What follows belongs to an exercise in optimizing a design on an open flow for small area; a production flow would make more cautious choices.
The RTL was checked by simulation tests, not by an equivalence proof against the original design.
Power and IR drop assume default switching activity.

==> xenon: inputs <==
==> flow/design.v <==
package freq_div_pkg;
    localparam int unsigned CNT_W_DEF  = 32;
    localparam int unsigned MAX_CNT_W  = 64;
    localparam int unsigned MIN_PERIOD = 2;
    typedef logic [MAX_CNT_W-1:0] cnt_max_t;
    typedef enum logic [1:0] {
        CH_OFF  = 2'd0,
        CH_RUN  = 2'd1,
        CH_PEND = 2'd2
    } ch_state_e;
    function automatic logic [MAX_CNT_W-1:0] clamp_period(input logic [MAX_CNT_W-1:0] period);
        if (period < MAX_CNT_W'(MIN_PERIOD)) begin
            clamp_period = MAX_CNT_W'(MIN_PERIOD);
        end else begin
            clamp_period = period;
        end
    endfunction
endpackage
module freq_div_channel
#(
    parameter int unsigned CNT_W      = freq_div_pkg::CNT_W_DEF,
    parameter int unsigned DEF_PERIOD = 2,
    parameter int unsigned DEF_HIGH   = 1
) (
    input  logic             i_clk,
    input  logic             i_rst_n,
    input  logic             i_enable,
    input  logic             i_load,
    input  logic             i_sync,
    input  logic [CNT_W-1:0] i_period,
    input  logic [CNT_W-1:0] i_high,
    output logic             o_clk,
    output logic             o_tick,
    output logic             o_pending
);
    logic             run_q;       
    logic             pend_q;      
    logic             use_stg_q;   
    logic             dflt_q;      
    logic             clk_q, clk_d;
    logic             tick_q;
    logic [CNT_W-1:0] cnt_q;
    logic [CNT_W-1:0] act_per_q;
    logic [CNT_W-1:0] act_high_q;
    logic             act_hz_q;    
    logic [CNT_W-1:0] stg_per_q;
    logic [CNT_W-1:0] stg_high_q;
    logic             stg_hz_q;    
    logic             stg_h1_q;    
    logic [CNT_W-1:0] cnt_inc;
    logic [CNT_W-1:0] per_eff;
    logic             in_hz, in_h1;
    logic             wrap;
    logic             bnd;
    logic             apply;
    logic             take_new;
    logic             new_hz;
    always_comb begin
        cnt_inc  = cnt_q + CNT_W'(1);
        per_eff  = CNT_W'(freq_div_pkg::clamp_period(freq_div_pkg::MAX_CNT_W'(act_per_q)));
        wrap     = dflt_q ? cnt_q[0] : (cnt_inc == per_eff);
        bnd      = !run_q || wrap || i_sync;
        apply    = !i_enable || bnd;
        take_new = apply && (i_load || pend_q);
        in_hz    = (i_high == CNT_W'(0));
        in_h1    = (i_high == CNT_W'(1));
        if (i_load && apply)
            new_hz = in_hz;
        else if (pend_q || use_stg_q)
            new_hz = stg_hz_q;
        else
            new_hz = act_hz_q && !dflt_q;
        if (!i_enable)
            clk_d = 1'b0;
        else if (bnd)
            clk_d = !new_hz;
        else if (use_stg_q)
            clk_d = clk_q && !stg_h1_q;           
        else if (dflt_q)
            clk_d = 1'b0;                         
        else
            clk_d = clk_q && (cnt_inc != act_high_q);
    end
    always_ff @(posedge i_clk or negedge i_rst_n) begin
        if (!i_rst_n) begin
            run_q     <= 1'b0;
            pend_q    <= 1'b0;
            use_stg_q <= 1'b0;
            dflt_q    <= 1'b1;
            clk_q     <= 1'b0;
            tick_q    <= 1'b0;
        end else begin
            run_q     <= i_enable;
            pend_q    <= i_enable && !bnd && (i_load || pend_q);
            use_stg_q <= take_new;
            dflt_q    <= dflt_q && !take_new;
            clk_q     <= clk_d;
            tick_q    <= i_enable && bnd;
        end
    end
    always_ff @(posedge i_clk) begin
        cnt_q <= bnd ? '0 : cnt_inc;
        if (i_load) begin
            stg_per_q  <= i_period;
            stg_high_q <= i_high;
            stg_hz_q   <= in_hz;
            stg_h1_q   <= in_h1;
        end
        if (use_stg_q) begin
            act_per_q  <= stg_per_q;
            act_high_q <= stg_high_q;
            act_hz_q   <= stg_hz_q;
        end
    end
    assign o_clk     = clk_q;
    assign o_tick    = tick_q;
    assign o_pending = pend_q;
endmodule
module freq_div_multi
#(
    parameter int unsigned CHANNELS   = 4,
    parameter int unsigned CNT_W      = freq_div_pkg::CNT_W_DEF,
    parameter int unsigned DEF_PERIOD = 2,
    parameter int unsigned DEF_HIGH   = 1
) (
    input  logic                      i_clk,
    input  logic                      i_rst_n,
    input  logic [CHANNELS-1:0]       i_enable,
    input  logic [CHANNELS-1:0]       i_load,
    input  logic [CHANNELS*CNT_W-1:0] i_period,
    input  logic [CHANNELS*CNT_W-1:0] i_high,
    input  logic                      i_sync,
    output logic [CHANNELS-1:0]       o_clk,
    output logic [CHANNELS-1:0]       o_tick,
    output logic [CHANNELS-1:0]       o_pending
);
    logic sync_w;
    assign sync_w = i_sync;
    for (genvar c = 0; c < CHANNELS; c++) begin : g_ch
        freq_div_channel #(
            .CNT_W      (CNT_W),
            .DEF_PERIOD (DEF_PERIOD),
            .DEF_HIGH   (DEF_HIGH)
        ) u_ch (
            .i_clk     (i_clk),
            .i_rst_n   (i_rst_n),
            .i_enable  (i_enable[c]),
            .i_load    (i_load[c]),
            .i_sync    (sync_w),
            .i_period  (i_period[c*CNT_W +: CNT_W]),
            .i_high    (i_high[c*CNT_W +: CNT_W]),
            .o_clk     (o_clk[c]),
            .o_tick    (o_tick[c]),
            .o_pending (o_pending[c])
        );
    end
endmodule
==> flow/flow/run.sh <==
#!/bin/bash
# Layout flow: the standard ORFS flow, with two changes to how the
# layout is built:
#  - port buffers use the smallest buffer cell (every port is still buffered);
#  - clock tree synthesis uses clkbuf_8 leaf clusters of at most 16 sinks
#    and adds no dummy loads.
# Each tool's full output goes to a log file in the work folder.
set -euo pipefail
export BUFFER_PORTS_ARGS="-buffer_cell sky130_fd_sc_hd__buf_1"
export CTS_ARGS="-sink_clustering_enable -repair_clock_nets -dont_use_dummy_load -buf_list sky130_fd_sc_hd__clkbuf_8 -sink_clustering_size 16 -sink_clustering_max_diameter 60"
bash standard.sh synth > synth.log 2>&1
bash standard.sh finish > layout.log 2>&1
==> flow/standard.sh <==
#!/bin/bash
# synth_recipe.tcl (not shown) runs the flow's synth.tcl, then flattens the netlist and writes it again
# the make line also repeats each setting of config.mk as NAME=value (left out here)
make -C /OpenROAD-flow-scripts/flow DESIGN_CONFIG=/design/flow/config.mk WORK_HOME=/design/flow/orfs CLKGATE_MAP_FILE= SYNTH_SCRIPT=/design/flow/synth_recipe.tcl "${@:-finish}"
==> flow/config.mk <==
export PLATFORM = sky130hd
export DESIGN_NAME = freq_div_multi
export DESIGN_NICKNAME = freq_div_multi
export VERILOG_FILES = /design/flow/design.v
export SDC_FILE = /design/flow/constraint.sdc
export NUM_CORES = 4
export LEC_CHECK = 0
export CAP_MARGIN = 20
export CORE_MARGIN = 2
export CORE_UTILIZATION = 40
export SLEW_MARGIN = 20
==> flow/constraint.sdc <==
create_clock -name core_clock -period 7.0 [get_ports {i_clk}]
set_input_delay 1.4000 -clock core_clock [delete_from_list [all_inputs] [get_ports {i_clk}]]
set_output_delay 1.4000 -clock core_clock [all_outputs]
set_load 0.01 [all_outputs]
==> sierra: changes against xenon <==
--- a/flow/design.v
+++ b/flow/design.v
@@ -48,6 +48,7 @@
     logic             stg_hz_q;    
     logic             stg_h1_q;    
     logic [CNT_W-1:0] cnt_inc;
+    logic [CNT_W:0]   cnt_cy;      
     logic [CNT_W-1:0] per_eff;
     logic             in_hz, in_h1;
     logic             wrap;
@@ -56,9 +57,13 @@
     logic             take_new;
     logic             new_hz;
     always_comb begin
-        cnt_inc  = cnt_q + CNT_W'(1);
+        cnt_cy[0] = 1'b1;
+        for (int i = 0; i < CNT_W; i++) begin
+            cnt_inc[i]  = cnt_q[i] ^ cnt_cy[i];
+            cnt_cy[i+1] = cnt_q[i] & cnt_cy[i];
+        end
         per_eff  = CNT_W'(freq_div_pkg::clamp_period(freq_div_pkg::MAX_CNT_W'(act_per_q)));
-        wrap     = dflt_q ? cnt_q[0] : (cnt_inc == per_eff);
+        wrap     = dflt_q ? cnt_q[0] : ((per_eff & ~cnt_inc) == '0);
         bnd      = !run_q || wrap || i_sync;
         apply    = !i_enable || bnd;
         take_new = apply && (i_load || pend_q);
@@ -79,7 +84,7 @@
         else if (dflt_q)
             clk_d = 1'b0;                         
         else
-            clk_d = clk_q && (cnt_inc != act_high_q);
+            clk_d = clk_q && ((act_high_q & ~cnt_inc) != '0);
     end
     always_ff @(posedge i_clk or negedge i_rst_n) begin
         if (!i_rst_n) begin
==> flow/flow/run.sh (replaced) <==
#!/bin/bash
# Layout flow: the standard ORFS flow, with two changes to how the
# layout is built:
#  - port buffers use the smallest buffer cell (every port is still buffered);
#  - clock tree synthesis uses clkbuf_16 leaf clusters of at most 25 sinks
#    and adds no dummy loads.
# Each tool's full output goes to a log file in the work folder.
set -euo pipefail
export BUFFER_PORTS_ARGS="-buffer_cell sky130_fd_sc_hd__buf_1"
export CTS_ARGS="-sink_clustering_enable -repair_clock_nets -dont_use_dummy_load -buf_list sky130_fd_sc_hd__clkbuf_16 -sink_clustering_size 25 -sink_clustering_max_diameter 100"
bash standard.sh synth > synth.log 2>&1
bash standard.sh finish > layout.log 2>&1
--- a/flow/config.mk
+++ b/flow/config.mk
@@ -7,5 +7,5 @@
 export LEC_CHECK = 0
 export CAP_MARGIN = 20
 export CORE_MARGIN = 2
-export CORE_UTILIZATION = 40
+export CORE_UTILIZATION = 60
 export SLEW_MARGIN = 20
==> comparison <==
- In flip-flop and latch count, sierra and xenon do not differ.
- Power: sierra is smaller than xenon (2.4%).
- Between sierra and xenon, the lower final cell count is in sierra (gap about 33%, measured against xenon).
- Against sierra, the register-to-register slack of xenon is higher by 2100 ps.
- Of xenon and sierra, sierra has the higher critical path depth (gap 28).
- Of sierra and xenon, xenon has the higher worst setup slack (gap 2100 ps).
- In sierra the hold slack is worse than in xenon, by 26 ps.
- Between sierra and xenon, the lower core utilization is in xenon (gap 27 points).
- Final area: sierra is lower than xenon (12%).
- Against sierra, the global-route usage of xenon is lower by 3.8 points.
==> figures <==
item	xenon	sierra
Worst-case setup slack after placement	2386 ps	-572.0 ps
Power share of the sequential group	0.665	0.676
Global-route wire length before repair	120700 um	76450 um
Proportion of power drawn by combinational gates	0.059	0.054
Most used cell, CP	sky130_fd_sc_hd__nand4_1	sky130_fd_sc_hd__ha_4
Met1 track utilization from global routing	0.3032	0.3398
Transition time at the pin with the least slew margin	1084 ps	1041 ps
Switching part of the total	0.2296	0.2092
Result of the run	timing/DRC/antenna clean	timing/DRC/antenna clean
Multi-input comb cells	1487	619
Layout clock area frac	0.02539	0.02723
Headroom to the max-slew limit	0.2672	0.3062
Htree depth	2	1
Number of well taps	969	525
Placement row count	100	73
Clock distribution power	0.00199 W	0.00190 W
Shortest period the worst path allows	4715 ps	6852 ps
Total of clock buffers placed in the layout	60	31
Critical Path Fanout Max	32	8
Number of global-route vias before repair	19330	13260
Filler cells	6865	2663
Avg Cell Area, Syn	12.79 sq um	16.36 sq um

afterwards: timing with drivers on the ports:
In the flow no input, the clock included, has a driving cell. The finished layouts below were timed again as built, in two steps. Step 1 assumes that a clkbuf_16 drives the clock port and a buf_2 every other input. Step 2, shift: input delay + t, output delay - t, t = (earliest + latest rising clock arrival at the registers) / 2. This alone moves slack from input paths to output paths. Slacks: ideal / step 1 / step 2; pairs: ideal / step 1.
| run | t, ns | setup WS [ns] | worst setup path after step 2 | slew at the worst register clock pin (ns) |
|---|---|---|---|---|
| xenon | 0.735 | 2.285 / 2.285 / 2.285 | register to register | 0.10 / 0.10 |
| sierra | 0.641 | 0.148 / 0.148 / 0.148 | register to register | 0.10 / 0.10 |
After both steps setup and hold are still met in every run listed.
